This is an optimization exercise on Yosys and OpenROAD, whose aim is small area, not a production implementation. In this exercise RTL edits were held to simulation tests only and were not proved equivalent to the original. Power figures rest on the tool's default switching activity, not on a simulated workload.

`flow/config.mk`:
```
export PLATFORM = sky130hd
export DESIGN_NAME = rx_receiver
export DESIGN_NICKNAME = rx_receiver
export VERILOG_FILES = /design/flow/design.v
export SDC_FILE = /design/flow/constraint.sdc
export NUM_CORES = 4
export LEC_CHECK = 0
export CAP_MARGIN = 20
export CORE_MARGIN = 2
export CORE_UTILIZATION = 40
export CTS_BUF_LIST = sky130_fd_sc_hd__clkbuf_16
export CTS_CLUSTER_DIAMETER = 80
export CTS_CLUSTER_SIZE = 25
export SLEW_MARGIN = 20
export SYNTH_HIERARCHICAL = 1
export SYNTH_MINIMUM_KEEP_SIZE = 0
```
`flow/constraint.sdc`:
```
create_clock -name core_clock -period 11.0 [get_ports {cpu_clk}]
set_input_delay 2.2000 -clock core_clock [delete_from_list [all_inputs] [get_ports {cpu_clk}]]
set_output_delay 2.2000 -clock core_clock [all_outputs]
set_load 0.01 [all_outputs]
```
`flow/design.v`:
```
package rx_pkg;
	localparam int ADC_BITS = 14;
	localparam int SAMP_BITS = 16;
	localparam int FREQ_BITS = 32;
	localparam int LUT_BITS = 4;
	localparam int LUT_W = 12;
	localparam int MIX_SHIFT = 11;
	localparam int NSAMPS_BITS = 7;
	localparam logic [1:0] OP_SET_CHAN   = 2'd0;
	localparam logic [1:0] OP_SET_FREQ   = 2'd1;
	localparam logic [1:0] OP_SET_NSAMPS = 2'd2;
	localparam logic [2**LUT_BITS*LUT_W-1:0] COS_LUT = {
		12'd1891,  12'd1447,  12'd783,   12'd0,
		-12'd783,  -12'd1447, -12'd1891, -12'd2047,
		-12'd1891, -12'd1447, -12'd783,  12'd0,
		12'd783,   12'd1447,  12'd1891,  12'd2047
	};
	function automatic logic [FREQ_BITS:0] ripple_add(input logic [FREQ_BITS-1:0] a,
	                                                  input logic [FREQ_BITS-1:0] b,
	                                                  input logic                 cin);
		logic                 c;
		logic [FREQ_BITS:0]   r;
		c = cin;
		for (int i = 0; i < FREQ_BITS; i++)
		begin
			r[i] = a[i] ^ b[i] ^ c;
			c    = (a[i] & b[i]) | (c & (a[i] ^ b[i]));
		end
		r[FREQ_BITS] = c;
		ripple_add = r;
	endfunction
endpackage
`timescale 1ns/1ps
module rx_cmd_regs #(
	parameter int RX_CHANS = 4
) (
	input  logic                               cpu_clk,
	input  logic                               rst_i,
	input  logic                               cmd_wr_i,
	input  logic [1:0]                         cmd_op_i,
	input  logic [rx_pkg::FREQ_BITS-1:0]       cmd_data_i,
	input  logic                               swap_i,
	input  logic                               srq_ack_i,
	output logic [RX_CHANS-1:0]                freq_wr_o,
	output logic [rx_pkg::FREQ_BITS-1:0]       freq_word_o,
	output logic [rx_pkg::NSAMPS_BITS-1:0]     nsamps_o,
	output logic                               srq_o
);
	localparam int CHAN_W = (RX_CHANS > 1) ? $clog2(RX_CHANS) : 1;
	logic [CHAN_W-1:0]   chan_sel;
	logic                set_chan;
	logic                set_freq;
	logic                set_nsamps;
	logic [RX_CHANS-1:0] chan_onehot;
	assign set_chan   = cmd_wr_i && (cmd_op_i == rx_pkg::OP_SET_CHAN);
	assign set_freq   = cmd_wr_i && (cmd_op_i == rx_pkg::OP_SET_FREQ);
	assign set_nsamps = cmd_wr_i && (cmd_op_i == rx_pkg::OP_SET_NSAMPS);
	assign chan_onehot = RX_CHANS'(1) << chan_sel;
	assign freq_wr_o = set_freq ? chan_onehot : '0;
	assign freq_word_o = rst_i ? '0 : cmd_data_i;
	always_ff @(posedge cpu_clk)
	begin
		if (rst_i)
		begin
			chan_sel <= '0;
			nsamps_o <= '0;
		end
		else
		begin
			if (set_chan)
			begin
				chan_sel <= cmd_data_i[CHAN_W-1:0];
			end
			if (set_nsamps)
			begin
				nsamps_o <= cmd_data_i[rx_pkg::NSAMPS_BITS-1:0];
			end
		end
	end
	always_ff @(posedge cpu_clk)
	begin
		if (rst_i)
		begin
			srq_o <= 1'b0;
		end
		else if (swap_i)
		begin
			srq_o <= 1'b1;
		end
		else if (srq_ack_i)
		begin
			srq_o <= 1'b0;
		end
	end
endmodule
`timescale 1ns/1ps
module rx_ddc_chan #(
	parameter int DECIM = 16,
	parameter bit HAS_AVAIL = 1'b1
) (
	input  logic                                cpu_clk,
	input  logic                                rst_i,
	input  logic [4*rx_pkg::SAMP_BITS-1:0]      mag_prod_i,
	input  logic                                exact_i,
	input  logic                                freq_wr_i,
	input  logic [rx_pkg::FREQ_BITS-1:0]        freq_word_i,
	output logic                                avail_o,
	output logic [2*rx_pkg::SAMP_BITS-1:0]      dout_o
);
	localparam int SW    = rx_pkg::SAMP_BITS;
	localparam int CNT_W = $clog2(DECIM);
	localparam int HW    = rx_pkg::FREQ_BITS / 2;
	logic [HW-1:0]                ph_lo;
	logic [HW-1:0]                ph_hi;
	logic                         ph_c;
	logic [rx_pkg::FREQ_BITS-1:0] tune;
	logic [rx_pkg::FREQ_BITS:0]   add_lo;
	logic [rx_pkg::FREQ_BITS:0]   add_hi;
	logic [3:0]                   idx_i;
	logic [3:0]                   idx_q;
	logic [SW-1:0]                term_i;
	logic [SW-1:0]                term_q;
	logic                         cin_i;
	logic                         cin_q;
	logic [SW-1:0]                acc_i;
	logic [SW-1:0]                acc_q;
	logic [SW-1:0]                sum_i;
	logic [SW-1:0]                sum_q;
	logic [CNT_W-1:0]             cnt;
	logic                         last;
	logic                         dump;
	logic [SW-1:0]                i_word;
	logic [SW-1:0]                q_word;
	function automatic logic [SW:0] pick(input logic [3:0] k, input logic [4*SW-1:0] mp, input logic ex);
		logic [SW-1:0] m;
		logic          neg;
		case (k[2:0])
			3'd0: m = mp[0*SW +: SW];
			3'd1: m = mp[1*SW +: SW];
			3'd2: m = mp[2*SW +: SW];
			3'd3: m = mp[3*SW +: SW];
			3'd4: m = '0;
			3'd5: m = mp[3*SW +: SW];
			3'd6: m = mp[2*SW +: SW];
			default: m = mp[1*SW +: SW];
		endcase
		neg = (k >= 4'd5) && (k <= 4'd11);
		pick = {neg && ex, neg ? ~m : m};
	endfunction
	assign add_lo = rx_pkg::ripple_add({16'd0, ph_lo}, {16'd0, tune[HW-1:0]}, 1'b0);
	assign add_hi = rx_pkg::ripple_add({16'd0, ph_hi}, {16'd0, tune[rx_pkg::FREQ_BITS-1:HW]}, ph_c);
	assign idx_i  = ph_hi[HW-1 -: 4] + 4'(ph_c & (&ph_hi[HW-5:0]));
	assign idx_q  = idx_i + 4'd4;
	assign {cin_i, term_i} = pick(idx_i, mag_prod_i, exact_i);
	assign {cin_q, term_q} = pick(idx_q, mag_prod_i, exact_i);
	assign sum_i = acc_i + term_i + SW'(cin_i);
	assign sum_q = acc_q + term_q + SW'(cin_q);
	assign last  = (cnt == CNT_W'(DECIM - 1));
	always_ff @(posedge cpu_clk)
	begin
		if (rst_i || freq_wr_i)
		begin
			ph_lo <= '0;
			ph_hi <= '0;
			ph_c  <= 1'b0;
			acc_i <= '0;
			acc_q <= '0;
			cnt   <= '0;
		end
		else
		begin
			ph_lo <= add_lo[HW-1:0];
			ph_c  <= add_lo[HW];
			ph_hi <= add_hi[HW-1:0];
			cnt   <= cnt + 1'b1;
			acc_i <= last ? '0 : sum_i;
			acc_q <= last ? '0 : sum_q;
		end
	end
	logic tune_ld;
	logic tune_keep;
	logic word_keep;
	logic [rx_pkg::FREQ_BITS-1:0] tune_d;
	logic [SW-1:0]                i_word_d;
	logic [SW-1:0]                q_word_d;
	assign tune_ld   = rst_i | freq_wr_i;
	assign tune_keep = ~tune_ld;
	assign word_keep = ~last;
	for (genvar b = 0; b < rx_pkg::FREQ_BITS; b++)
	begin : g_tune
		rx_hold1 hold_i (
			.q_i    (tune[b]),
			.w_i    (freq_word_i[b]),
			.load_i (tune_ld),
			.keep_i (tune_keep),
			.d_o    (tune_d[b])
		);
	end
	for (genvar b = 0; b < SW; b++)
	begin : g_word
		rx_hold1 hold_i_i (
			.q_i    (i_word[b]),
			.w_i    (sum_i[b]),
			.load_i (last),
			.keep_i (word_keep),
			.d_o    (i_word_d[b])
		);
		rx_hold1 hold_q_i (
			.q_i    (q_word[b]),
			.w_i    (sum_q[b]),
			.load_i (last),
			.keep_i (word_keep),
			.d_o    (q_word_d[b])
		);
	end
	always_ff @(posedge cpu_clk)
	begin
		tune   <= tune_d;
		i_word <= i_word_d;
		q_word <= q_word_d;
	end
	if (HAS_AVAIL)
	begin : g_avail
		always_ff @(posedge cpu_clk)
		begin
			if (rst_i || freq_wr_i)
			begin
				dump <= 1'b0;
			end
			else
			begin
				dump <= last;
			end
		end
		always_ff @(posedge cpu_clk)
		begin
			if (rst_i)
			begin
				avail_o <= 1'b0;
			end
			else
			begin
				avail_o <= dump;
			end
		end
	end
	else
	begin : g_no_avail
		assign dump    = 1'b0;
		assign avail_o = 1'b0;
	end
	assign dout_o = {q_word, i_word};
endmodule
`timescale 1ns/1ps
module rx_collector #(
	parameter int RX_CHANS = 4
) (
	input  logic                                     cpu_clk,
	input  logic                                     rst_i,
	input  logic                                     avail_i,
	input  logic [2*RX_CHANS*rx_pkg::SAMP_BITS-1:0]  chan_dout_i,
	input  logic [rx_pkg::NSAMPS_BITS-1:0]           nsamps_i,
	output logic                                     rd_q_o,
	output logic                                     buf_wr_o,
	output logic [rx_pkg::SAMP_BITS-1:0]             buf_wdata_o,
	output logic                                     swap_o
);
	localparam int CHAN_W = (RX_CHANS > 1) ? $clog2(RX_CHANS) : 1;
	localparam logic [CHAN_W-1:0] LAST_CHAN = CHAN_W'(RX_CHANS - 1);
	logic                           busy;
	logic [CHAN_W-1:0]              chan;
	logic                           q_phase;
	logic                           last_word;
	logic [rx_pkg::NSAMPS_BITS-1:0] set_cnt;
	assign last_word = q_phase && (chan == LAST_CHAN);
	assign rd_q_o      = q_phase;
	assign buf_wr_o    = busy;
	localparam int NW = 2 * RX_CHANS;
	logic [NW-1:0] wsel;
	always_comb
	begin
		for (int i = 0; i < NW; i++)
		begin
			wsel[i] = ({chan, q_phase} == (CHAN_W+1)'(i));
		end
	end
	for (genvar b = 0; b < rx_pkg::SAMP_BITS; b++)
	begin : g_bit
		logic [NW-1:0] col;
		for (genvar i = 0; i < NW; i++)
		begin : g_col
			assign col[i] = chan_dout_i[i*rx_pkg::SAMP_BITS + b];
		end
		rx_sel8 sel_i (
			.d_i (col),
			.s_i (wsel),
			.y_o (buf_wdata_o[b])
		);
	end
	always_ff @(posedge cpu_clk)
	begin
		if (rst_i)
		begin
			busy    <= 1'b0;
			chan    <= '0;
			q_phase <= 1'b0;
			set_cnt <= '0;
			swap_o  <= 1'b0;
		end
		else
		begin
			swap_o <= 1'b0;
			if (busy)
			begin
				q_phase <= ~q_phase;
				if (q_phase)
				begin
					chan <= chan + 1'b1;
				end
				if (last_word)
				begin
					busy <= 1'b0;
					chan <= '0;
					if (set_cnt == nsamps_i)
					begin
						swap_o  <= 1'b1;
						set_cnt <= '0;
					end
					else
					begin
						set_cnt <= set_cnt + 1'b1;
					end
				end
			end
			else if (avail_i)
			begin
				busy    <= 1'b1;
				chan    <= '0;
				q_phase <= 1'b0;
			end
		end
	end
endmodule
`timescale 1ns/1ps
module rx_sample_buf #(
	parameter int BUF_AW = 7
) (
	input  logic                          cpu_clk,
	input  logic                          rst_i,
	input  logic                          wr_i,
	input  logic [rx_pkg::SAMP_BITS-1:0]  wdata_i,
	input  logic                          swap_i,
	input  logic                          rd_i,
	output logic [rx_pkg::SAMP_BITS-1:0]  rdata_o
);
	localparam int SW    = rx_pkg::SAMP_BITS;
	localparam int AW    = BUF_AW + 1;
	localparam int WORDS = 2**AW;
	localparam int LO_W  = AW / 2;
	localparam int HI_W  = AW - LO_W;
	localparam int NLO   = 2**LO_W;
	localparam int NHI   = 2**HI_W;
	logic [WORDS-1:0][SW-1:0] mem;
	logic              bank;
	logic              rd_bank_nxt;
	logic [BUF_AW-1:0] waddr;
	logic [BUF_AW-1:0] raddr;
	logic [BUF_AW-1:0] raddr_nxt;
	logic [AW-1:0]     ra;
	logic [AW-1:0]     ra_q;
	logic [AW-1:0]     wa;
	logic [NLO-1:0]    rlo;
	logic [NHI-1:0]    rhi;
	logic [NLO-1:0]    wlo;
	logic [NHI-1:0]    whi;
	logic [NHI-1:0][SW-1:0] grp;
	logic [SW-1:0]     rword;
	assign raddr_nxt   = swap_i ? '0 : raddr + {{(BUF_AW-1){1'b0}}, rd_i};
	assign rd_bank_nxt = swap_i ? bank : ~bank;
	assign ra          = {rd_bank_nxt, raddr_nxt};
	assign wa          = {bank, waddr};
	always_ff @(posedge cpu_clk)
	begin
		if (rst_i)
		begin
			bank  <= 1'b0;
			waddr <= '0;
			raddr <= '0;
		end
		else
		begin
			raddr <= raddr_nxt;
			if (swap_i)
			begin
				bank  <= ~bank;
				waddr <= '0;
			end
			else if (wr_i)
			begin
				waddr <= waddr + 1'b1;
			end
		end
	end
	always_comb
	begin
		for (int i = 0; i < NLO; i++)
		begin
			rlo[i] = (ra_q[LO_W-1:0] == LO_W'(i));
			wlo[i] = (wa[LO_W-1:0] == LO_W'(i)) && wr_i;
		end
		for (int j = 0; j < NHI; j++)
		begin
			rhi[j] = (ra_q[AW-1:LO_W] == HI_W'(j));
			whi[j] = (wa[AW-1:LO_W] == HI_W'(j));
		end
	end
	for (genvar w = 0; w < WORDS; w++)
	begin : g_word
		logic          we;
		logic [SW-1:0] d;
		assign we = wlo[w % NLO] && whi[w / NLO];
		logic          keep;
		assign keep = ~we;
		for (genvar b = 0; b < SW; b++)
		begin : g_bit
			rx_hold1 hold_i (
				.q_i    (mem[w][b]),
				.w_i    (wdata_i[b]),
				.load_i (we),
				.keep_i (keep),
				.d_o    (d[b])
			);
		end
		always_ff @(posedge cpu_clk)
		begin
			mem[w] <= d;
		end
	end
	logic [WORDS-1:0] rsel;
	for (genvar w = 0; w < WORDS; w++)
	begin : g_rsel
		assign rsel[w] = rlo[w % NLO] & rhi[w / NLO];
	end
	for (genvar b = 0; b < SW; b++)
	begin : g_out
		logic [WORDS-1:0] col;
		for (genvar w = 0; w < WORDS; w++)
		begin : g_col
			assign col[w] = mem[w][b];
		end
		rx_sel256 sel_i (
			.d_i   (col),
			.s_i   (rsel),
			.y_o   (rword[b])
		);
	end
	always_ff @(posedge cpu_clk)
	begin
		ra_q <= ra;
	end
	assign rdata_o = rword;
endmodule
module rx_sel16 (
	input  logic [15:0] d_i,
	input  logic [15:0] s_i,
	output logic        y_o
);
	logic [5:0] n;
	for (genvar k = 0; k < 5; k++)
	begin : g_aoi
		rx_aoi222 aoi_i (
			.a_i (d_i[3*k +: 3]),
			.s_i (s_i[3*k +: 3]),
			.y_o (n[k])
		);
	end
	assign n[5] = ~(d_i[15] & s_i[15]);
	assign y_o  = ~(n[0] & n[1] & n[2]) | ~(n[3] & n[4] & n[5]);
endmodule
module rx_aoi222 (
	input  logic [2:0] a_i,
	input  logic [2:0] s_i,
	output logic       y_o
);
	assign y_o = ~((a_i[0] & s_i[0]) | (a_i[1] & s_i[1]) | (a_i[2] & s_i[2]));
endmodule
module rx_hold1 (
	input  logic q_i,
	input  logic w_i,
	input  logic load_i,
	input  logic keep_i,
	output logic d_o
);
	assign d_o = (q_i & keep_i) | (w_i & load_i);
endmodule
module rx_sel8 (
	input  logic [7:0] d_i,
	input  logic [7:0] s_i,
	output logic       y_o
);
	logic [2:0] n;
	for (genvar k = 0; k < 2; k++)
	begin : g_aoi
		rx_aoi222 aoi_i (
			.a_i (d_i[3*k +: 3]),
			.s_i (s_i[3*k +: 3]),
			.y_o (n[k])
		);
	end
	assign n[2] = ~((d_i[6] & s_i[6]) | (d_i[7] & s_i[7]));
	assign y_o  = ~(n[0] & n[1] & n[2]);
endmodule
module rx_sel12 (
	input  logic [11:0] d_i,
	input  logic [11:0] s_i,
	output logic        y_o
);
	logic [3:0] n;
	for (genvar k = 0; k < 4; k++)
	begin : g_aoi
		rx_aoi222 aoi_i (
			.a_i (d_i[3*k +: 3]),
			.s_i (s_i[3*k +: 3]),
			.y_o (n[k])
		);
	end
	assign y_o = ~(&n);
endmodule
module rx_sel256 (
	input  logic [255:0] d_i,
	input  logic [255:0] s_i,
	output logic         y_o
);
	logic [21:0] g;
	for (genvar k = 0; k < 21; k++)
	begin : g_grp
		rx_sel12 sel_i (
			.d_i (d_i[12*k +: 12]),
			.s_i (s_i[12*k +: 12]),
			.y_o (g[k])
		);
	end
	assign g[21] = |(d_i[255:252] & s_i[255:252]);
	assign y_o   = |g;
endmodule
`timescale 1ns/1ps
module rx_receiver #(
	parameter int RX_CHANS = 4,
	parameter int DECIM    = 16,
	parameter int BUF_AW   = 7
) (
	input  logic                                cpu_clk,
	input  logic                                rst_i,
	input  logic signed [rx_pkg::ADC_BITS-1:0]  adc_data_i,
	input  logic                                cmd_wr_i,
	input  logic [1:0]                          cmd_op_i,
	input  logic [rx_pkg::FREQ_BITS-1:0]        cmd_data_i,
	input  logic                                rd_samp_i,
	input  logic                                srq_ack_i,
	output logic [rx_pkg::SAMP_BITS-1:0]        samp_o,
	output logic                                srq_o
);
	logic [RX_CHANS-1:0]                  freq_wr;
	logic [rx_pkg::FREQ_BITS-1:0]         freq_word;
	logic [rx_pkg::NSAMPS_BITS-1:0]       nsamps;
	logic [RX_CHANS-1:0]                  chan_avail;
	logic [2*RX_CHANS*rx_pkg::SAMP_BITS-1:0] chan_dout;
	logic                                 rd_q;
	logic                                 buf_wr;
	logic [rx_pkg::SAMP_BITS-1:0]         buf_wdata;
	logic                                 swap;
	localparam int PW = rx_pkg::ADC_BITS + rx_pkg::LUT_W + 1;
	logic signed [PW-1:0]                 adc_w;
	logic signed [PW-1:0]                 m2047;
	logic signed [PW-1:0]                 m1891;
	logic signed [PW-1:0]                 m1447;
	logic signed [PW-1:0]                 m783;
	logic [4*rx_pkg::SAMP_BITS-1:0]       mag_prod;
	logic                                 exact;
	assign adc_w = PW'(adc_data_i);
	assign m2047 = (adc_w <<< 11) - adc_w;
	assign m1891 = (adc_w <<< 11) - (adc_w <<< 7) - (adc_w <<< 5) + (adc_w <<< 2) - adc_w;
	assign m1447 = (adc_w <<< 10) + (adc_w <<< 9) - (adc_w <<< 6) - (adc_w <<< 5) + (adc_w <<< 3) - adc_w;
	assign m783  = (adc_w <<< 10) - (adc_w <<< 8) + (adc_w <<< 4) - adc_w;
	assign mag_prod = {m783[rx_pkg::MIX_SHIFT +: rx_pkg::SAMP_BITS],
	                   m1447[rx_pkg::MIX_SHIFT +: rx_pkg::SAMP_BITS],
	                   m1891[rx_pkg::MIX_SHIFT +: rx_pkg::SAMP_BITS],
	                   m2047[rx_pkg::MIX_SHIFT +: rx_pkg::SAMP_BITS]};
	assign exact = (adc_data_i[rx_pkg::MIX_SHIFT-1:0] == '0);
	rx_cmd_regs #(
		.RX_CHANS (RX_CHANS)
	) cmd_regs_i (
		.cpu_clk     (cpu_clk),
		.rst_i       (rst_i),
		.cmd_wr_i    (cmd_wr_i),
		.cmd_op_i    (cmd_op_i),
		.cmd_data_i  (cmd_data_i),
		.swap_i      (swap),
		.srq_ack_i   (srq_ack_i),
		.freq_wr_o   (freq_wr),
		.freq_word_o (freq_word),
		.nsamps_o    (nsamps),
		.srq_o       (srq_o)
	);
	for (genvar g = 0; g < RX_CHANS; g++)
	begin : g_chan
		rx_ddc_chan #(
			.DECIM     (DECIM),
			.HAS_AVAIL (g == 0)
		) ddc_i (
			.cpu_clk     (cpu_clk),
			.rst_i       (rst_i),
			.mag_prod_i  (mag_prod),
			.exact_i     (exact),
			.freq_wr_i   (freq_wr[g]),
			.freq_word_i (freq_word),
			.avail_o     (chan_avail[g]),
			.dout_o      (chan_dout[2*g*rx_pkg::SAMP_BITS +: 2*rx_pkg::SAMP_BITS])
		);
	end
	rx_collector #(
		.RX_CHANS (RX_CHANS)
	) collector_i (
		.cpu_clk     (cpu_clk),
		.rst_i       (rst_i),
		.avail_i     (chan_avail[0]),
		.chan_dout_i (chan_dout),
		.nsamps_i    (nsamps),
		.rd_q_o      (rd_q),
		.buf_wr_o    (buf_wr),
		.buf_wdata_o (buf_wdata),
		.swap_o      (swap)
	);
	rx_sample_buf #(
		.BUF_AW (BUF_AW)
	) sample_buf_i (
		.cpu_clk (cpu_clk),
		.rst_i   (rst_i),
		.wr_i    (buf_wr),
		.wdata_i (buf_wdata),
		.swap_i  (swap),
		.rd_i    (rd_samp_i),
		.rdata_o (samp_o)
	);
endmodule
```
`flow/run.sh`:
```
#!/bin/bash
# synth_recipe.tcl (not shown) runs the flow's synth.tcl, then flattens the netlist and writes it again
# the make line also repeats each setting of config.mk as NAME=value (left out here)
make -C /OpenROAD-flow-scripts/flow DESIGN_CONFIG=/design/flow/config.mk WORK_HOME=/design/flow/orfs CLKGATE_MAP_FILE= SYNTH_SCRIPT=/design/flow/synth_recipe.tcl finish
```
==> results by group, run 1 <==
Clock network
  – Skew-Pair Late Insertion Delay: ~1.1 ns
  – Maximum clock path buffer count: 4
  – Post-CTS Setup Bufs: 0
  – Post-cts repair resize count: 0
  – Hold-fix buffers at CTS: 0
  – Clock buffers created by TritonCTS: 222
  – Clock root buffer: clkbuf_16
  – Clock-pin slew on the worst setup and hold paths: 0.10 ns
  – Number of sinks driven by the clock tree: 4,675
  – Clock tree from TritonCTS: built
  – CTS H-tree depth: 4

Routing
  – Via-to-Cell Ratio: 6.77
  – Post-DR wirelength/cell: 31.3 um
  – Initial DRC Count: 25,610
  – Length of the first detailed-routing pass in iterations: 17
  – Routed Antenna Nets: 0
  – DR DRC count: 0
  – Drt total wl: 691,000 um
  – Total via count after detailed routing: between 100k and 150k

STA
  – Worst clock skew on the final layout: between 0.1 and 0.15 ns
  – F_max: between 0.1 and 0.15 GHz
  – Setup repair after global routing missed its margin: no
  – Number of endpoints failing setup at the final stage: 0
  – Hold violation total from the final report: 0
  – Worst slew slack as a fraction of its limit: 0.0807
  – Max-slew violation count: 0
  – Transition time of the tightest slew-check pin: 1.37 ns
  – Final critical-path share of the clock period: 0.862
  – Final sum of negative setup slack: 0 ns
  – Time the worst path needs with I/O delays and setup: 9.48 ns

Critical path
  – Largest driver fanout on the critical path: 16
  – Endpoint arrival time on the critical path: ~7.3 ns
  – CP startpoint kind: flop
  – Endpoint kind of the worst setup timing path: primary output
  – Reg-to-reg setup timing slack: 4.23 ns
  – Required time at the worst-slack endpoint: slightly below 9 ns
  – Crit path kind: flop to primary output

Placed design
  – Weighted congestion reported at the end of routability-driven placement: ~0.92
  – Half-perimeter wire length after placement: 435,000 um
  – Port Buffers: a little under 70

Die
  – Placeable core area: 445,000 um2
  – Die height: 672 um
  – Number of core rows: 245
  – Die Wd: 672 um
  – Effective utilization at floorplan: 0.401
  – Io pins: 70
  – Area enclosed by the die boundary: 452,000 um2

GRT
  – Global-route wire length before repair: between 900,000 and 1,000,000 um
  – Initial antenna violation count: between 40 and 50
  – All-layer global routing usage: 0.288
  – Pin count of the biggest net entering global routing: 159
  – Vias in the first global route: 136,964
  – Grt total ovfl: 0

Final layout
  – Filler Cell Count: 41,277
  – Share of cells above drive strength 1: 0.0788
  – P&R area growth vs syn: 11.1%
  – Nets@finish: 16,601
  – Final core area utilization: 0.446

Logic synthesis
  – Post-synthesis cell area: 179,000 um2
  – Number of standard cells after synthesis: 15,267
  – Syn_area_per_cell: 11.7 um2
  – Post-synth net total: 15,851
  – Yosys warnings: 11

Pwr
  – Power Density: 182 nW/um2
  – Maximum resistive drop on vdd: 0.178 mV
  – Cell leakage power: 74.4 nW

Run
  – Max-capacitance violation count: 0

Min path
  – Type of the most critical hold path: flop to flop

Outcome
  – Result of the run: complete, no violations
## power by group
group / total, W / internal [W] / switching, W
sequential: 0.0175 / 0.0173 / 0.000181
clock: 0.00963 / 0.00386 / 0.00578
combinational: 0.00899 / 0.00347 / 0.00552
total: 0.0361 / 0.0246 / 0.0115
## per-stage QoR
| stage | cells | setup slack, ns | instance area (um2) | hold WS [ns] | total power (W) |
|---|---|---|---|---|---|
| floorplan | 15267 | 1.45 | 179000 | 0.414 | 0.0240 |
| global placement | 21709 | 0.494 | 192000 | 0.428 | 0.0265 |
| detailed placement | 21717 | 0.907 | 192000 | 0.428 | 0.0266 |
| CTS | 21993 | 1.85 | 198000 | 0.452 | 0.0360 |
| global route | 21999 | 1.36 | 198000 | 0.473 | 0.0376 |
| finish | 22037 | 1.52 | 198000 | 0.453 | 0.0361 |
## cell usage in the layout, fill, tap and decap left out, types with 31 or more instances in the layout
master	n
a211oi_1	49
a21boi_0	59
a21o_1	69
a21oi_1	145
a221oi_1	66
a222oi_1	1416
a22o_1	4357
and2_1	226
buf_4	714
clkbuf_16	225
clkdlybuf4s50_1	68
dfxtp_1	4675
diode_2	40
fa_1	242
ha_1	281
inv_1	286
mux2i_1	110
nand2_1	510
nand2b_1	33
nand3_1	168
nand4_1	379
nor2_1	613
nor2_2	76
nor2b_1	114
nor4_1	66
o21a_1	31
o21ai_0	247
xnor2_1	147
xor2_1	177
## per-layer routing
metal	routed length (um)	part of all wire	vias to the layer above	global-route usage
li1	-	-	64526	-
met1	290000	0.42	74733	0.405
met2	293000	0.42	8692	0.419
met3	71400	0.10	1318	0.0602
met4	35800	0.052	28	0.137
met5	436	0.00063	-	0.000638
## path summary, 6_finish.rpt
kind | cells past startpoint | startpoint | to
setup / recovery | 11 | sample_buf_i.ra_q[0] | samp_o[11]
hold / removal | 1 | g_chan[0].ddc_i.cnt[0] | g_chan[0].ddc_i.cnt[0]
hold reg to reg | 1 | g_chan[0].ddc_i.cnt[0] | g_chan[0].ddc_i.cnt[0]
setup reg to reg | 20 | g_chan[1].ddc_i.ph_hi[0] | g_chan[1].ddc_i.ph_hi[15]
## layout make-up
type / instances / area, um2 / area share
tap: 5928 / 7420 / 0.0374
inverter: 291 / 1100 / 0.00556
clock buffer: 225 / 5630 / 0.0284
clock inverter: 51 / 661 / 0.00333
multi-input combinational: 10030 / 83500 / 0.421
antenna: 40 / 100 / 0.000505
timing repair buffer: 797 / 6280 / 0.0317
sequential: 4675 / 93600 / 0.472
## critical path: stages, from the launching register on
cell and delay (ns):
dfxtp_1 0.54, nor2_1 0.21, nand2_2 0.68, buf_4 0.61
nor2_1 0.11, buf_4 0.24, a222oi_1 0.70, nand4_1 0.34
nor4_1 1.20, and4_1 0.57, nand4_1 0.38, clkdlybuf4s50_1 0.61
## state kept, by name (all words and copies together), names as in the netlist, 16 cells and up
| name | count |
|---|---|
| sample_buf_i.mem | 4096 |
| g_chan.ddc_i.q_word | 64 |
| g_chan.ddc_i.tune | 128 |
| g_chan.ddc_i.cnt | 16 |
| g_chan.ddc_i.ph_lo | 64 |
| g_chan.ddc_i.acc_i | 64 |
| g_chan.ddc_i.acc_q | 64 |
| g_chan.ddc_i.ph_hi | 64 |
| g_chan.ddc_i.i_word | 64 |
==> inputs of run 2 (changes only) <==
--- a/flow/config.mk
+++ b/flow/config.mk
@@ -11,4 +11,4 @@
 export CTS_BUF_LIST = sky130_fd_sc_hd__clkbuf_16
-export CTS_CLUSTER_DIAMETER = 80
-export CTS_CLUSTER_SIZE = 25
+export CTS_CLUSTER_DIAMETER = 90
+export CTS_CLUSTER_SIZE = 22
 export SLEW_MARGIN = 20
==> results by group, run 2 <==
Logic synthesis
  – Post-synthesis cell area: 179,000 um2 (unchanged)
  – Number of standard cells after synthesis: 15,267 (unchanged)
  – Syn_area_per_cell: 11.7 um2 (unchanged)
  – Yosys warnings: 11 (unchanged)
  – Post-synth net total: 15,851 (unchanged)

Pwr
  – Switching power: 0.0115 W (about the same)
  – Sw Share: 0.317 (was 0.318)
  – Share of total power in sequential cells: 0.481 (was 0.484)
  – Power share of the combinational group: 0.248 (was 0.249)
  – Cell internal pwr: 0.0248 W (was 0.0246 W)
  – Maximum resistive drop on vdd: 0.178 mV (about the same)
  – Power Density: 183 nW/um2 (was 182 nW/um2)
  – Cell leakage power: 74.5 nW (was 74.4 nW)
  – Part of the total power dissipated in the clock network: 0.271 (was 0.267)

Routing
  – Via-to-Cell Ratio: 6.78 (was 6.77)
  – DR DRC count: 0 (unchanged)
  – Routed Antenna Nets: 0 (unchanged)
  – Post-DR wirelength/cell: 31.3 um (about the same)
  – Drt total wl: 690,000 um (was 691,000 um)
  – Total via count after detailed routing: 149,402 (was 149,297)
  – Length of the first detailed-routing pass in iterations: 12 (was 17)
  – Initial DRC Count: 25,586 (was 25,610)

Final layout
  – P&R area growth vs syn: 11.2% (was 11.1%)
  – Number of flip-flops in the largest register: 4,096 (unchanged)
  – Share of cells above drive strength 1: 0.0792 (was 0.0788)
  – Commonest non-fill, non-tap cells in the layout: 4,675 x dfxtp_1, 4,357 x a22o_1, 1,416 x a222oi_1 (unchanged)
  – Top flop regs: sample_buf_i.mem x4096, g_chan.ddc_i.tune x128 (unchanged)
  – Filler Cell Count: 41,209 (was 41,277)
  – Sequential Area: 93,600 um2 (unchanged)
  – Register ranked first by flip-flop count: sample_buf_i.mem (unchanged)
  – Nets@finish: 16,620 (was 16,601)
  – Multi-input gate area in the final layout: 83,600 um2 (was 83,500 um2)
  – Number of standard cells in the final layout excluding fillers: 22,031 (was 22,037)
  – Most common cell after layout, fill and taps aside: dfxtp_1 (unchanged)

GRT
  – All-layer global routing usage: 0.288 (about the same)
  – Pin count of the biggest net entering global routing: 159 (unchanged)
  – Initial antenna violation count: 30 (was 44)
  – Grt total ovfl: 0 (unchanged)
  – Global-route wire length before repair: 986,000 um (about the same)
  – Vias in the first global route: 137,155 (was 136,964)

Placed design
  – Port Buffers: 69 (unchanged)
  – Half-perimeter wire length after placement: 435,000 um (unchanged)
  – Cell count after placement: 21,717 (unchanged)
  – Pre-CTS worst setup slack: 0.907 ns (unchanged)
  – Weighted congestion reported at the end of routability-driven placement: 0.921 (unchanged)

STA
  – F_max: 0.107 GHz (was 0.105 GHz)
  – Final critical-path share of the clock period: 0.850 (was 0.862)
  – Transition time of the tightest slew-check pin: 1.39 ns (was 1.37 ns)
  – Time the worst path needs with I/O delays and setup: 9.36 ns (was 9.48 ns)
  – Max-slew violation count: 0 (unchanged)
  – Post-route worst setup slack: 1.64 ns (was 1.52 ns)
  – Worst clock skew on the final layout: 0.102 ns (was 0.149 ns)
  – Hold violation total from the final report: 0 (unchanged)
  – Worst slew slack as a fraction of its limit: 0.0619 (was 0.0807)
  – Setup repair after global routing missed its margin: no (unchanged)
  – Final sum of negative setup slack: 0 ns (unchanged)
  – Number of endpoints failing setup at the final stage: 0 (unchanged)

Critical path
  – Endpoint kind of the worst setup timing path: primary output (unchanged)
  – Crit path kind: flop to primary output (unchanged)
  – Required time at the worst-slack endpoint: 8.80 ns (about the same)
  – CP startpoint kind: flop (unchanged)
  – Endpoint arrival time on the critical path: 7.16 ns (was 7.28 ns)
  – Largest driver fanout on the critical path: 16 (unchanged)

Clock network
  – Clock buffers created by TritonCTS: 242 (was 222)
  – CTS H-tree depth: 4 (unchanged)
  – Post-CTS Setup Bufs: 0 (unchanged)
  – Number of sinks driven by the clock tree: 4,675 (unchanged)
  – Maximum clock path buffer count: 4 (unchanged)
  – Clock root buffer: clkbuf_16 (unchanged)
  – Post-cts repair resize count: 0 (unchanged)
  – Clock-pin slew on the worst setup and hold paths: 0.09 ns (was 0.10 ns)
  – Skew-Pair Late Insertion Delay: 1.05 ns (about the same)
  – Hold-fix buffers at CTS: 0 (unchanged)
  – Clock tree from TritonCTS: built (unchanged)

Run
  – Max-capacitance violation count: 0 (unchanged)

Die
  – Die height: 672 um (unchanged)
  – Placeable core area: 445,000 um2 (unchanged)
  – Die Wd: 672 um (unchanged)
  – Effective utilization at floorplan: 0.401 (unchanged)
  – Io pins: 70 (unchanged)
  – Area enclosed by the die boundary: 452,000 um2 (unchanged)
  – Number of core rows: 245 (unchanged)

Outcome
  – Result of the run: complete, no violations (unchanged)

Min path
  – Type of the most critical hold path: flop to flop (unchanged)
## run 2: final timing paths
| kind | from | end | slack [ns] | depth (start not counted) |
|---|---|---|---|---|
| worst min register to register | g_chan[0].ddc_i.cnt[0] | g_chan[0].ddc_i.cnt[0] | 0.45 | 1 |
| worst max-delay path | sample_buf_i.ra_q[2] | samp_o[13] | 1.64 | 11 |
| worst max register to register | g_chan[1].ddc_i.ph_hi[0] | g_chan[1].ddc_i.ph_hi[15] | 4.22 | 20 |
| worst min-delay path | g_chan[0].ddc_i.cnt[0] | g_chan[0].ddc_i.cnt[0] | 0.45 | 1 |
## run 2: layout make-up
cell class	instances	area share
tap	5928	0.0373
multi-input combinational	10030	0.421
sequential	4675	0.471
antenna	31	0.000391
clock inverter	35	0.00228
inverter	291	0.00555
timing repair buffer	796	0.0316
clock buffer	245	0.0309
## run 2: stage by stage
step	util	hold WS, ns	area [um2]	power (W)
2_1_floorplan	-	0.414	179000	0.0240
3_3_place_gp	0.431	0.428	192000	0.0265
3_5_place_dp	0.431	0.428	192000	0.0266
4_1_cts	0.446	0.452	198000	0.0362
5_1_grt	0.446	0.473	199000	0.0378
6_report	0.446	0.449	199000	0.0363
## run 2: metal layers
metal,vias up,global-route usage,wire (um)
met4,18,0.136,36000
met3,1314,0.0622,70100
met5,-,0.000850,151
met1,75084,0.404,291000
met2,8427,0.420,293000
li1,64559,-,-
## run 2: power groups by stage
stage / Sequential [W] / Clock [W] / Combinational (W)
2_1_floorplan: 0.0178 / 0 / 0.00625
3_3_place_gp: 0.0178 / 0 / 0.00869
3_5_place_dp: 0.0178 / 0 / 0.00875
4_1_cts: 0.0175 / 0.00995 / 0.00881
5_1_grt: 0.0175 / 0.0105 / 0.00983
6_report: 0.0174 / 0.00983 / 0.00898
## run 2: worst max-delay path: stages, from the launching register on
cell,delay (ns)
dfxtp_1,0.53
nor2b_1,0.19
nand2_2,0.67
buf_4,0.61
nor2_1,0.11
buf_4,0.24
a222oi_1,0.57
nand4_1,0.33
nor4_1,1.22
and4_1,0.58
nand4_1,0.40
clkdlybuf4s50_1,0.62
==> inputs of run 3 (changes only) <==
--- a/flow/design.v
+++ b/flow/design.v
@@ -107,3 +107,3 @@
 	output logic                                avail_o,
-	output logic [2*rx_pkg::SAMP_BITS-1:0]      dout_o
+	output logic [2*rx_pkg::SAMP_BITS+1:0]      dout_o
 );
@@ -118,3 +118,10 @@
 	logic [rx_pkg::FREQ_BITS:0]   add_hi;
+	logic [rx_pkg::FREQ_BITS:0]   add_i_lo;
+	logic [rx_pkg::FREQ_BITS:0]   add_i_hi;
+	logic [rx_pkg::FREQ_BITS:0]   add_q_lo;
+	logic [rx_pkg::FREQ_BITS:0]   add_q_hi;
+	logic [3:0]                   idx_now;
 	logic [3:0]                   idx_i;
+	logic                         clr;
+	logic                         clr_d;
 	logic [3:0]                   idx_q;
@@ -124,6 +131,8 @@
 	logic                         cin_q;
-	logic [SW-1:0]                acc_i;
-	logic [SW-1:0]                acc_q;
-	logic [SW-1:0]                sum_i;
-	logic [SW-1:0]                sum_q;
+	localparam int XW = SW + 1;
+	localparam int BW = SW / 2;
+	logic [XW-1:0]                acc_i;
+	logic [XW-1:0]                acc_q;
+	logic [XW-1:0]                sum_i;
+	logic [XW-1:0]                sum_q;
 	logic [CNT_W-1:0]             cnt;
@@ -131,4 +140,4 @@
 	logic                         dump;
-	logic [SW-1:0]                i_word;
-	logic [SW-1:0]                q_word;
+	logic [XW-1:0]                i_word;
+	logic [XW-1:0]                q_word;
 	function automatic logic [SW:0] pick(input logic [3:0] k, input logic [4*SW-1:0] mp, input logic ex);
@@ -151,3 +160,4 @@
 	assign add_hi = rx_pkg::ripple_add({16'd0, ph_hi}, {16'd0, tune[rx_pkg::FREQ_BITS-1:HW]}, ph_c);
-	assign idx_i  = ph_hi[HW-1 -: 4] + 4'(ph_c & (&ph_hi[HW-5:0]));
+	assign idx_now = ph_hi[HW-1 -: 4] + 4'(ph_c & (&ph_hi[HW-5:0]));
+	assign clr     = rst_i | freq_wr_i;
 	assign idx_q  = idx_i + 4'd4;
@@ -155,4 +165,8 @@
 	assign {cin_q, term_q} = pick(idx_q, mag_prod_i, exact_i);
-	assign sum_i = acc_i + term_i + SW'(cin_i);
-	assign sum_q = acc_q + term_q + SW'(cin_q);
+	assign add_i_lo = rx_pkg::ripple_add(32'(acc_i[BW-1:0]), 32'(term_i[BW-1:0]), cin_i);
+	assign add_i_hi = rx_pkg::ripple_add(32'(acc_i[SW-1:BW]), 32'(term_i[SW-1:BW]), acc_i[SW]);
+	assign add_q_lo = rx_pkg::ripple_add(32'(acc_q[BW-1:0]), 32'(term_q[BW-1:0]), cin_q);
+	assign add_q_hi = rx_pkg::ripple_add(32'(acc_q[SW-1:BW]), 32'(term_q[SW-1:BW]), acc_q[SW]);
+	assign sum_i = {add_i_lo[BW], add_i_hi[BW-1:0], add_i_lo[BW-1:0]};
+	assign sum_q = {add_q_lo[BW], add_q_hi[BW-1:0], add_q_lo[BW-1:0]};
 	assign last  = (cnt == CNT_W'(DECIM - 1));
@@ -160,3 +174,3 @@
 	begin
-		if (rst_i || freq_wr_i)
+		if (clr)
 		begin
@@ -165,5 +179,2 @@
 			ph_c  <= 1'b0;
-			acc_i <= '0;
-			acc_q <= '0;
-			cnt   <= '0;
 		end
@@ -174,2 +185,19 @@
 			ph_hi <= add_hi[HW-1:0];
+		end
+	end
+	always_ff @(posedge cpu_clk)
+	begin
+		idx_i <= idx_now;
+		clr_d <= clr;
+	end
+	always_ff @(posedge cpu_clk)
+	begin
+		if (clr_d)
+		begin
+			acc_i <= '0;
+			acc_q <= '0;
+			cnt   <= '0;
+		end
+		else
+		begin
 			cnt   <= cnt + 1'b1;
@@ -183,4 +211,4 @@
 	logic [rx_pkg::FREQ_BITS-1:0] tune_d;
-	logic [SW-1:0]                i_word_d;
-	logic [SW-1:0]                q_word_d;
+	logic [XW-1:0]                i_word_d;
+	logic [XW-1:0]                q_word_d;
 	assign tune_ld   = rst_i | freq_wr_i;
@@ -198,3 +226,3 @@
 	end
-	for (genvar b = 0; b < SW; b++)
+	for (genvar b = 0; b < XW; b++)
 	begin : g_word
@@ -221,2 +249,3 @@
 	end
+	assign dump = last & ~clr_d;
 	if (HAS_AVAIL)
@@ -225,13 +254,2 @@
 		begin
-			if (rst_i || freq_wr_i)
-			begin
-				dump <= 1'b0;
-			end
-			else
-			begin
-				dump <= last;
-			end
-		end
-		always_ff @(posedge cpu_clk)
-		begin
 			if (rst_i)
@@ -248,3 +266,2 @@
 	begin : g_no_avail
-		assign dump    = 1'b0;
 		assign avail_o = 1'b0;
@@ -260,3 +277,3 @@
 	input  logic                                     avail_i,
-	input  logic [2*RX_CHANS*rx_pkg::SAMP_BITS-1:0]  chan_dout_i,
+	input  logic [2*RX_CHANS*(rx_pkg::SAMP_BITS+1)-1:0] chan_dout_i,
 	input  logic [rx_pkg::NSAMPS_BITS-1:0]           nsamps_i,
@@ -279,2 +296,7 @@
 	logic [NW-1:0] wsel;
+	logic [CHAN_W:0] wpos_d;
+	always_ff @(posedge cpu_clk)
+	begin
+		wpos_d <= {chan, q_phase};
+	end
 	always_comb
@@ -283,6 +305,9 @@
 		begin
-			wsel[i] = ({chan, q_phase} == (CHAN_W+1)'(i));
+			wsel[i] = (wpos_d == (CHAN_W+1)'(i));
 		end
 	end
-	for (genvar b = 0; b < rx_pkg::SAMP_BITS; b++)
+	localparam int XW = rx_pkg::SAMP_BITS + 1;
+	localparam int BW = rx_pkg::SAMP_BITS / 2;
+	logic [XW-1:0] wsplit;
+	for (genvar b = 0; b < XW; b++)
 	begin : g_bit
@@ -291,3 +316,3 @@
 		begin : g_col
-			assign col[i] = chan_dout_i[i*rx_pkg::SAMP_BITS + b];
+			assign col[i] = chan_dout_i[i*XW + b];
 		end
@@ -296,5 +321,6 @@
 			.s_i (wsel),
-			.y_o (buf_wdata_o[b])
+			.y_o (wsplit[b])
 		);
 	end
+	assign buf_wdata_o = {wsplit[rx_pkg::SAMP_BITS-1:BW] + BW'(wsplit[rx_pkg::SAMP_BITS]), wsplit[BW-1:0]};
 	always_ff @(posedge cpu_clk)
@@ -403,2 +429,9 @@
 	end
+	logic          wr_d;
+	logic [AW-1:0] wa_d;
+	always_ff @(posedge cpu_clk)
+	begin
+		wr_d <= wr_i;
+		wa_d <= wa;
+	end
 	always_comb
@@ -408,3 +441,3 @@
 			rlo[i] = (ra_q[LO_W-1:0] == LO_W'(i));
-			wlo[i] = (wa[LO_W-1:0] == LO_W'(i)) && wr_i;
+			wlo[i] = (wa_d[LO_W-1:0] == LO_W'(i)) && wr_d;
 		end
@@ -413,3 +446,3 @@
 			rhi[j] = (ra_q[AW-1:LO_W] == HI_W'(j));
-			whi[j] = (wa[AW-1:LO_W] == HI_W'(j));
+			whi[j] = (wa_d[AW-1:LO_W] == HI_W'(j));
 		end
@@ -566,3 +599,3 @@
 	logic [RX_CHANS-1:0]                  chan_avail;
-	logic [2*RX_CHANS*rx_pkg::SAMP_BITS-1:0] chan_dout;
+	logic [2*RX_CHANS*(rx_pkg::SAMP_BITS+1)-1:0] chan_dout;
 	logic                                 rd_q;
@@ -579,3 +612,8 @@
 	logic                                 exact;
-	assign adc_w = PW'(adc_data_i);
+	logic signed [rx_pkg::ADC_BITS-1:0] adc_d;
+	always_ff @(posedge cpu_clk)
+	begin
+		adc_d <= adc_data_i;
+	end
+	assign adc_w = PW'(adc_d);
 	assign m2047 = (adc_w <<< 11) - adc_w;
@@ -588,3 +626,3 @@
 	                   m2047[rx_pkg::MIX_SHIFT +: rx_pkg::SAMP_BITS]};
-	assign exact = (adc_data_i[rx_pkg::MIX_SHIFT-1:0] == '0);
+	assign exact = (adc_d[rx_pkg::MIX_SHIFT-1:0] == '0);
 	rx_cmd_regs #(
@@ -617,3 +655,3 @@
 			.avail_o     (chan_avail[g]),
-			.dout_o      (chan_dout[2*g*rx_pkg::SAMP_BITS +: 2*rx_pkg::SAMP_BITS])
+			.dout_o      (chan_dout[2*g*(rx_pkg::SAMP_BITS+1) +: 2*(rx_pkg::SAMP_BITS+1)])
 		);
==> results by group, run 3 <==
Outcome
  – Result of the run: complete, no violations (unchanged)

Critical path
  – Required time at the worst-slack endpoint: 11.92 ns (was 8.80 ns)
  – Stage delay of the slowest cell on the critical path: 0.73 ns (was 1.22 ns)
  – Endpoint arrival time on the critical path: 10.28 ns (was 7.16 ns)
  – Path depth of the worst reg2reg path: 30 (was 20)
  – CP startpoint kind: flop (unchanged)
  – Crit path kind: flop to flop (was flop to primary output)
  – Reg-to-reg setup timing slack: 1.63 ns (was 4.22 ns)
  – Endpoint kind of the worst setup timing path: flop (was primary output)
  – Largest driver fanout on the critical path: 12 (was 16)
  – End of the worst register-to-register path: g_chan[0].ddc_i.q_word[15] (was g_chan[1].ddc_i.ph_hi[15])
  – Cell with the largest stage delay on the worst path: fa_1 (was nor4_1)
  – Most prevalent standard cell on the critical path: fa_1
  – Origin of the critical flop-to-flop path: adc_d[9] (was g_chan[1].ddc_i.ph_hi[0])

Clock network
  – Maximum clock path buffer count: 4 (unchanged)
  – Post-CTS Setup Bufs: 0 (unchanged)
  – Hold-fix buffers at CTS: 0 (unchanged)
  – Clock tree from TritonCTS: built (unchanged)
  – Clock-pin slew on the worst setup and hold paths: 0.09 ns (about the same)
  – Clock buffers created by TritonCTS: 245 (was 242)
  – Number of sinks driven by the clock tree: 4,736 (was 4,675)
  – Clock root buffer: clkbuf_16 (unchanged)
  – Post-cts repair resize count: 0 (unchanged)
  – Skew-Pair Late Insertion Delay: 1.04 ns (was 1.05 ns)
  – CTS H-tree depth: 4 (unchanged)

Routing
  – Via-to-Cell Ratio: 6.79 (was 6.78)
  – Drt total wl: 682,000 um (was 690,000 um)
  – Routed Antenna Nets: 0 (unchanged)
  – Total via count after detailed routing: 145,533 (was 149,402)
  – Length of the first detailed-routing pass in iterations: 17 (was 12)
  – Initial DRC Count: 26,008 (was 25,586)
  – Post-DR wirelength/cell: 31.8 um (was 31.3 um)
  – DR DRC count: 0 (unchanged)

Placed design
  – Placement Cell Area: 189,000 um2 (was 192,000 um2)
  – Half-perimeter wire length after placement: 422,000 um (was 435,000 um)
  – Port Buffers: 69 (unchanged)
  – Cell count after placement: 21,119 (was 21,717)
  – Pre-CTS worst setup slack: 1.68 ns (was 0.907 ns)
  – Weighted congestion reported at the end of routability-driven placement: 0.932 (was 0.921)

STA
  – Worst slew slack as a fraction of its limit: 0.154 (was 0.0619)
  – Post-route worst setup slack: 1.63 ns (was 1.64 ns)
  – Setup repair after global routing missed its margin: no (unchanged)
  – Worst clock skew on the final layout: 0.0884 ns (was 0.102 ns)
  – Hold violation total from the final report: 0 (unchanged)
  – Number of endpoints failing setup at the final stage: 0 (unchanged)
  – Final critical-path share of the clock period: 0.852 (was 0.850)
  – Time the worst path needs with I/O delays and setup: 9.37 ns (was 9.36 ns)
  – Max-slew violation count: 0 (unchanged)
  – Final sum of negative setup slack: 0 ns (unchanged)
  – F_max: 0.107 GHz (about the same)
  – Transition time of the tightest slew-check pin: 1.26 ns (was 1.39 ns)

GRT
  – Initial antenna violation count: 45 (was 30)
  – Global-route wire length before repair: 976,000 um (was 986,000 um)
  – All-layer global routing usage: 0.290 (was 0.288)
  – Pin count of the biggest net entering global routing: 142 (was 159)
  – Vias in the first global route: 134,358 (was 137,155)
  – Grt total ovfl: 0 (unchanged)

Final layout
  – Number of standard cells in the final layout excluding fillers: 21,426 (was 22,031)
  – Final core area utilization: 0.447 (was 0.446)
  – Register ranked first by flip-flop count: sample_buf_i.mem (unchanged)
  – Design Area, Final: 196,000 um2 (was 199,000 um2)
  – P&R area growth vs syn: 11.2% (about the same)
  – Share of cells above drive strength 1: 0.0774 (was 0.0792)
  – Nets@finish: 16,061 (was 16,620)
  – Top flop regs: sample_buf_i.mem x4096, g_chan.ddc_i.tune x128 (unchanged)
  – Number of flip-flops in the largest register: 4,096 (unchanged)
  – Filler Cell Count: 40,464 (was 41,209)
  – Most common cell after layout, fill and taps aside: dfxtp_1 (unchanged)
  – Commonest non-fill, non-tap cells in the layout: 4,732 x dfxtp_1, 4,361 x a22o_1, 1,406 x a222oi_1 (was 4,675 x dfxtp_1, 4,357 x a22o_1, 1,416 x a222oi_1)

Logic synthesis
  – Syn_area_per_cell: 11.9 um2 (was 11.7 um2)
  – Post-synthesis cell area: 176,000 um2 (was 179,000 um2)
  – Number of standard cells after synthesis: 14,741 (was 15,267)
  – Yosys warnings: 12 (was 11)
  – Post-synth net total: 15,315 (was 15,851)

Min path
  – Type of the most critical hold path: flop to flop (unchanged)
  – Origin of the worst min-delay path: sample_buf_i.bank (was g_chan[0].ddc_i.cnt[0])
  – Hold path cells: 0 (was 1)
  – Hold-critical path endpoint: sample_buf_i.wa_d[7] (was g_chan[0].ddc_i.cnt[0])

Die
  – Number of core rows: 243 (was 245)
  – Io pins: 70 (unchanged)
  – Die height: 668 um (was 672 um)
  – Area enclosed by the die boundary: 446,000 um2 (was 452,000 um2)
  – Effective utilization at floorplan: 0.402 (was 0.401)
  – Placeable core area: 438,000 um2 (was 445,000 um2)
  – Die Wd: 668 um (was 672 um)

Pwr
  – Cell leakage power: 72.9 nW (was 74.5 nW)
  – Power Density: 174 nW/um2 (was 183 nW/um2)
  – Maximum resistive drop on vdd: 0.160 mV (was 0.178 mV)

Run
  – Max-capacitance violation count: 0 (unchanged)
run 3: cell count changes in the layout (fill, tap and decap cells not counted), moves of 66 or more:
cell / change
ha_1: -108
fa_1: +104
nand2_1: -96
nor2_1: +66
o311ai_0: +90
mux2i_1: -82
nand3_1: -104
inv_1: +141
run 3: how the worst max path moves through the flow:
| stage | start | end | slack [ns] |
|---|---|---|---|
| detailed placement | adc_d[7] | g_chan[0].ddc_i.q_word[15] | 1.68 |
| CTS | adc_d[7] | g_chan[0].ddc_i.q_word[15] | 1.68 |
| finish | adc_d[9] | g_chan[0].ddc_i.q_word[15] | 1.63 |
| floorplan | adc_d[13] | g_chan[0].ddc_i.q_word[15] | 1.96 |
| global placement | adc_d[7] | g_chan[0].ddc_i.q_word[15] | 1.68 |
| global route | adc_d[9] | g_chan[0].ddc_i.q_word[15] | 1.07 |
run 3: power by group:
group | switching (W) | internal [W] | leakage [nW]
Clock | 0.00590 | 0.00409 | 3.27
Combinational | 0.00400 | 0.00234 | 31.4
Sequential | 0.000198 | 0.0175 | 38.2
run 3: final cells by class:
class,count,area (um2),share of cell area
Sequential cell,4736,94800,0.484
Multi-Input combinational cell,9330,79500,0.406
Tap cell,5880,7360,0.0375
Clock buffer,246,6160,0.0314
Timing Repair Buffer,743,5950,0.0304
Inverter,431,1620,0.00826
Clock inverter,31,507,0.00259
Antenna cell,29,72.6,0.000370
run 3: worst max-delay path, delay by kind of cell, from the launching register on:
kind                     cells  cell delay, ns
adder cells (fa/ha/maj)     11            4.60
XOR/XNOR                     5            1.07
multiplexers                 1            0.22
AND/OR/NAND/NOR              1            0.71
buffers and inverters        5            0.75
flip-flops                   1            0.64
AO/OA/AOI/OAI                7            1.29
run 3: per-layer routing:
| metal | share of wire | GRT usage | vias to the layer above | wire (um) |
|---|---|---|---|---|
| met1 | 0.41 | 0.405 | 73300 | 281000 |
| met4 | 0.053 | 0.137 | 28 | 36300 |
| li1 | - | - | 62143 | - |
| met3 | 0.11 | 0.0704 | 1403 | 76200 |
| met2 | 0.42 | 0.418 | 8659 | 288000 |
| met5 | 0.00028 | 0 | - | 191 |
run 3: stage by stage:
step,hold slack (ns),total power (W)
2_1_floorplan,0.339,0.0223
3_3_place_gp,0.355,0.0242
3_5_place_dp,0.359,0.0243
4_1_cts,0.372,0.0341
5_1_grt,0.389,0.0355
6_report,0.376,0.0340
==> inputs of run 4 (changes only) <==
--- a/flow/design.v
+++ b/flow/design.v
@@ -610,2 +610,6 @@
 	logic signed [PW-1:0]                 m783;
+	logic signed [PW-1:0]                 m3;
+	logic signed [PW-1:0]                 m15;
+	logic signed [PW-1:0]                 m75;
+	logic signed [PW-1:0]                 m39;
 	logic [4*rx_pkg::SAMP_BITS-1:0]       mag_prod;
@@ -618,6 +622,10 @@
 	assign adc_w = PW'(adc_d);
+	assign m3    = (adc_w <<< 1) + adc_w;
+	assign m15   = (adc_w <<< 4) - adc_w;
 	assign m2047 = (adc_w <<< 11) - adc_w;
-	assign m1891 = (adc_w <<< 11) - (adc_w <<< 7) - (adc_w <<< 5) + (adc_w <<< 2) - adc_w;
-	assign m1447 = (adc_w <<< 10) + (adc_w <<< 9) - (adc_w <<< 6) - (adc_w <<< 5) + (adc_w <<< 3) - adc_w;
-	assign m783  = (adc_w <<< 10) - (adc_w <<< 8) + (adc_w <<< 4) - adc_w;
+	assign m783  = (m3 <<< 8) + m15;
+	assign m75   = (m15 <<< 2) + m15;
+	assign m1447 = m2047 - (m75 <<< 3);
+	assign m39   = (m3 <<< 3) + m15;
+	assign m1891 = m2047 - (m39 <<< 2);
 	assign mag_prod = {m783[rx_pkg::MIX_SHIFT +: rx_pkg::SAMP_BITS],
==> results by group, run 4 <==
Outcome
  – Result of the run: complete, no violations (unchanged)

STA
  – Final sum of negative setup slack: 0 ns (unchanged)
  – F_max: 0.0989 GHz (was 0.107 GHz)
  – Max-slew violation count: 0 (unchanged)
  – Transition time of the tightest slew-check pin: 1.39 ns (was 1.26 ns)
  – Worst clock skew on the final layout: 0.102 ns (was 0.0884 ns)
  – Post-route worst setup slack: 0.892 ns (was 1.63 ns)
  – Number of endpoints failing setup at the final stage: 0 (unchanged)
  – Hold violation total from the final report: 0 (unchanged)
  – Time the worst path needs with I/O delays and setup: 10.11 ns (was 9.37 ns)
  – Worst slew slack as a fraction of its limit: 0.0652 (was 0.154)
  – Final critical-path share of the clock period: 0.919 (was 0.852)
  – Setup repair after global routing missed its margin: no (unchanged)

Die
  – Die height: 666 um (was 668 um)
  – Effective utilization at floorplan: 0.401 (was 0.402)
  – Number of core rows: 243 (unchanged)
  – Io pins: 70 (unchanged)
  – Area enclosed by the die boundary: 444,000 um2 (was 446,000 um2)
  – Placeable core area: 438,000 um2 (about the same)
  – Die Wd: 666 um (was 668 um)

Logic synthesis
  – Syn_area_per_cell: 11.9 um2 (about the same)
  – Number of standard cells after synthesis: 14,792 (was 14,741)
  – Post-synth net total: 15,255 (was 15,315)
  – Yosys warnings: 12 (unchanged)
  – Post-synthesis cell area: 175,000 um2 (was 176,000 um2)

Placed design
  – Weighted congestion reported at the end of routability-driven placement: 0.926 (was 0.932)
  – Half-perimeter wire length after placement: 425,000 um (was 422,000 um)
  – Pre-CTS worst setup slack: 0.969 ns (was 1.68 ns)
  – Placement Cell Area: 188,000 um2 (was 189,000 um2)
  – Port Buffers: 69 (unchanged)

Routing
  – DR DRC count: 0 (unchanged)
  – Post-DR wirelength/cell: 31.6 um (was 31.8 um)
  – Initial DRC Count: 24,499 (was 26,008)
  – Total via count after detailed routing: 145,171 (was 145,533)
  – Via-to-Cell Ratio: 6.82 (was 6.79)
  – Routed Antenna Nets: 0 (unchanged)
  – Drt total wl: 672,000 um (was 682,000 um)
  – Length of the first detailed-routing pass in iterations: 12 (was 17)

Final layout
  – Most common cell after layout, fill and taps aside: dfxtp_1 (unchanged)
  – Number of flip-flops in the largest register: 4,096 (unchanged)
  – Top flop regs: sample_buf_i.mem x4096, g_chan.ddc_i.tune x128 (unchanged)
  – Design Area, Final: 195,000 um2 (was 196,000 um2)
  – Final core area utilization: 0.445 (was 0.447)
  – Nets@finish: 15,926 (was 16,061)
  – Commonest non-fill, non-tap cells in the layout: 4,731 x dfxtp_1, 4,362 x a22o_1, 1,394 x a222oi_1 (was 4,732 x dfxtp_1, 4,361 x a22o_1, 1,406 x a222oi_1)
  – Share of cells above drive strength 1: 0.0778 (was 0.0774)
  – P&R area growth vs syn: 11.0% (was 11.2%)
  – Register ranked first by flip-flop count: sample_buf_i.mem (unchanged)

Clock network
  – Clock-pin slew on the worst setup and hold paths: 0.09 ns (about the same)
  – Skew-Pair Late Insertion Delay: 1.08 ns (was 1.04 ns)
  – CTS H-tree depth: 4 (unchanged)
  – Post-CTS Setup Bufs: 0 (unchanged)
  – Number of sinks driven by the clock tree: 4,736 (unchanged)
  – Maximum clock path buffer count: 4 (unchanged)
  – Clock tree from TritonCTS: built (unchanged)
  – Clock root buffer: clkbuf_16 (unchanged)
  – Hold-fix buffers at CTS: 0 (unchanged)
  – Clock buffers created by TritonCTS: 245 (unchanged)
  – Post-cts repair resize count: 0 (unchanged)

Critical path
  – Largest driver fanout on the critical path: 7 (was 12)
  – Required time at the worst-slack endpoint: 11.90 ns (was 11.92 ns)
  – Crit path kind: flop to flop (unchanged)
  – End of the worst register-to-register path: g_chan[3].ddc_i.q_word[15] (was g_chan[0].ddc_i.q_word[15])
  – Origin of the critical flop-to-flop path: adc_d[2] (was adc_d[9])
  – Path depth of the worst reg2reg path: 36 (was 30)
  – Endpoint arrival time on the critical path: 11.01 ns (was 10.28 ns)
  – Most prevalent standard cell on the critical path: fa_1 (unchanged)
  – Stage delay of the slowest cell on the critical path: 0.56 ns (was 0.73 ns)
  – Reg-to-reg setup timing slack: 0.89 ns (was 1.63 ns)
  – Endpoint kind of the worst setup timing path: flop (unchanged)
  – CP startpoint kind: flop (unchanged)
  – Cell with the largest stage delay on the worst path: dfxtp_1 (was fa_1)

Run
  – Max-capacitance violation count: 0 (unchanged)

Min path
  – Hold path cells: 0 (unchanged)
  – Type of the most critical hold path: flop to flop (unchanged)
  – Origin of the worst min-delay path: sample_buf_i.waddr[6] (was sample_buf_i.bank)
  – Hold-critical path endpoint: sample_buf_i.wa_d[6] (was sample_buf_i.wa_d[7])

GRT
  – All-layer global routing usage: 0.286 (was 0.290)
  – Initial antenna violation count: 42 (was 45)
  – Pin count of the biggest net entering global routing: 138 (was 142)
  – Vias in the first global route: 134,809 (was 134,358)
  – Global-route wire length before repair: 966,000 um (was 976,000 um)
  – Grt total ovfl: 0 (unchanged)

Pwr
  – Maximum resistive drop on vdd: 0.179 mV (was 0.160 mV)
  – Cell leakage power: 71.9 nW (was 72.9 nW)
  – Share of total power in sequential cells: 0.513 (was 0.520)
  – Power share of the combinational group: 0.199 (was 0.186)
  – Switching power: 0.0103 W (was 0.0101 W)
  – Cell internal pwr: 0.0243 W (was 0.0239 W)
  – Post-route total power: 0.0345 W (was 0.0340 W)
  – Power Density: 177 nW/um2 (was 174 nW/um2)
  – Part of the total power dissipated in the clock network: 0.288 (was 0.293)
  – Sw Share: 0.298 (was 0.297)
[run 4: worst max-delay path by stage]
stage | start | end | slack, ns | depth (start not counted)
2_1_floorplan | adc_d[7] | g_chan[1].ddc_i.q_word[15] | 2.31 | 39
3_3_place_gp | adc_d[0] | g_chan[3].ddc_i.q_word[15] | 1.02 | 36
3_5_place_dp | adc_d[2] | g_chan[3].ddc_i.q_word[15] | 0.97 | 36
4_1_cts | adc_d[2] | g_chan[2].ddc_i.q_word[15] | 0.93 | 36
5_1_grt | adc_d[2] | g_chan[2].ddc_i.q_word[15] | 0.1 | 36
6_report | adc_d[2] | g_chan[3].ddc_i.q_word[15] | 0.89 | 36
[run 4: final cells by class]
cell class / instances / area (um2)
fillers: 40292 / 243000
flip-flops and latches: 4736 / 94800
multi-input cells: 9446 / 79200
well taps: 5757 / 7200
clock buffers: 247 / 6180
repair buffers: 670 / 5400
inverters: 364 / 1370
clock inverters: 32 / 494
diodes: 32 / 80.1
[run 4: stage by stage]
stage	instances	hold WS (ns)
2_1_floorplan	14792	0.339
3_3_place_gp	20964	0.353
3_5_place_dp	20972	0.354
4_1_cts	21251	0.372
5_1_grt	21258	0.374
6_report	21284	0.374
[run 4: critical path, delay by kind of cell, from the launching register on]
| kind | cells | cell delay [ns] |
|---|---|---|
| adder cells (fa/ha/maj) | 10 | 3.63 |
| AO/OA/AOI/OAI | 12 | 2.65 |
| AND/OR/NAND/NOR | 8 | 1.89 |
| XOR/XNOR | 4 | 1.11 |
| flip-flops | 1 | 0.56 |
| buffers and inverters | 2 | 0.17 |
[run 4: power groups by stage]
stage	Clock [W]	Sequential, W	Combinational (W)
floorplan	0	0.0181	0.00499
global placement	0	0.0181	0.00668
detailed placement	0	0.0181	0.00678
CTS	0.0101	0.0177	0.00682
global route	0.0107	0.0178	0.00770
finish	0.00994	0.0177	0.00687
[run 4: layer usage]
layer | share of wire | GRT usage | vias up
met5 | 0.00028 | 0 | -
met4 | 0.051 | 0.131 | 26
met3 | 0.11 | 0.0656 | 1339
met2 | 0.43 | 0.420 | 8281
met1 | 0.42 | 0.398 | 73069
li1 | - | - | 62456

static timing again, ports no longer ideal:
In the flow no input, the clock included, has a driving cell. The finished layouts below were timed again as built, in two steps. Step 1 assumes that a clkbuf_16 drives the clock port and a buf_2 every other input. Step 2 moves the port delays by t, midway between the first and last clock arrival at a register: inputs arrive t later, outputs are due t later. That takes back most of the time a late clock gives input paths. Slacks: no drivers / after step 1 / after step 2; pairs: no drivers / after step 1.
| run | t, ns | setup slack, ns | worst setup path after step 2 | clock arrival spread, ns | worst slew at a driven data input, ns |
|---|---|---|---|---|---|
| run 1 | 1.083 | 1.518 / 1.410 / 0.738 | input to register | 0.149 / 0.149 | 0.04 |
| run 2 | 1.103 | 1.645 / 1.531 / 0.776 | input to register | 0.126 / 0.127 | 0.04 |
| run 3 | 1.141 | 1.633 / 1.633 / 1.633 | register to register | 0.137 / 0.137 | 0.28 |
| run 4 | 1.143 | 0.892 / 0.892 / 0.892 | register to register | 0.115 / 0.115 | 0.05 |
After both steps setup and hold are still met in every run listed. For run 2, which loses most, drivers alone change the setup slack by -0.114 ns; drivers and shift together by -0.869 ns.
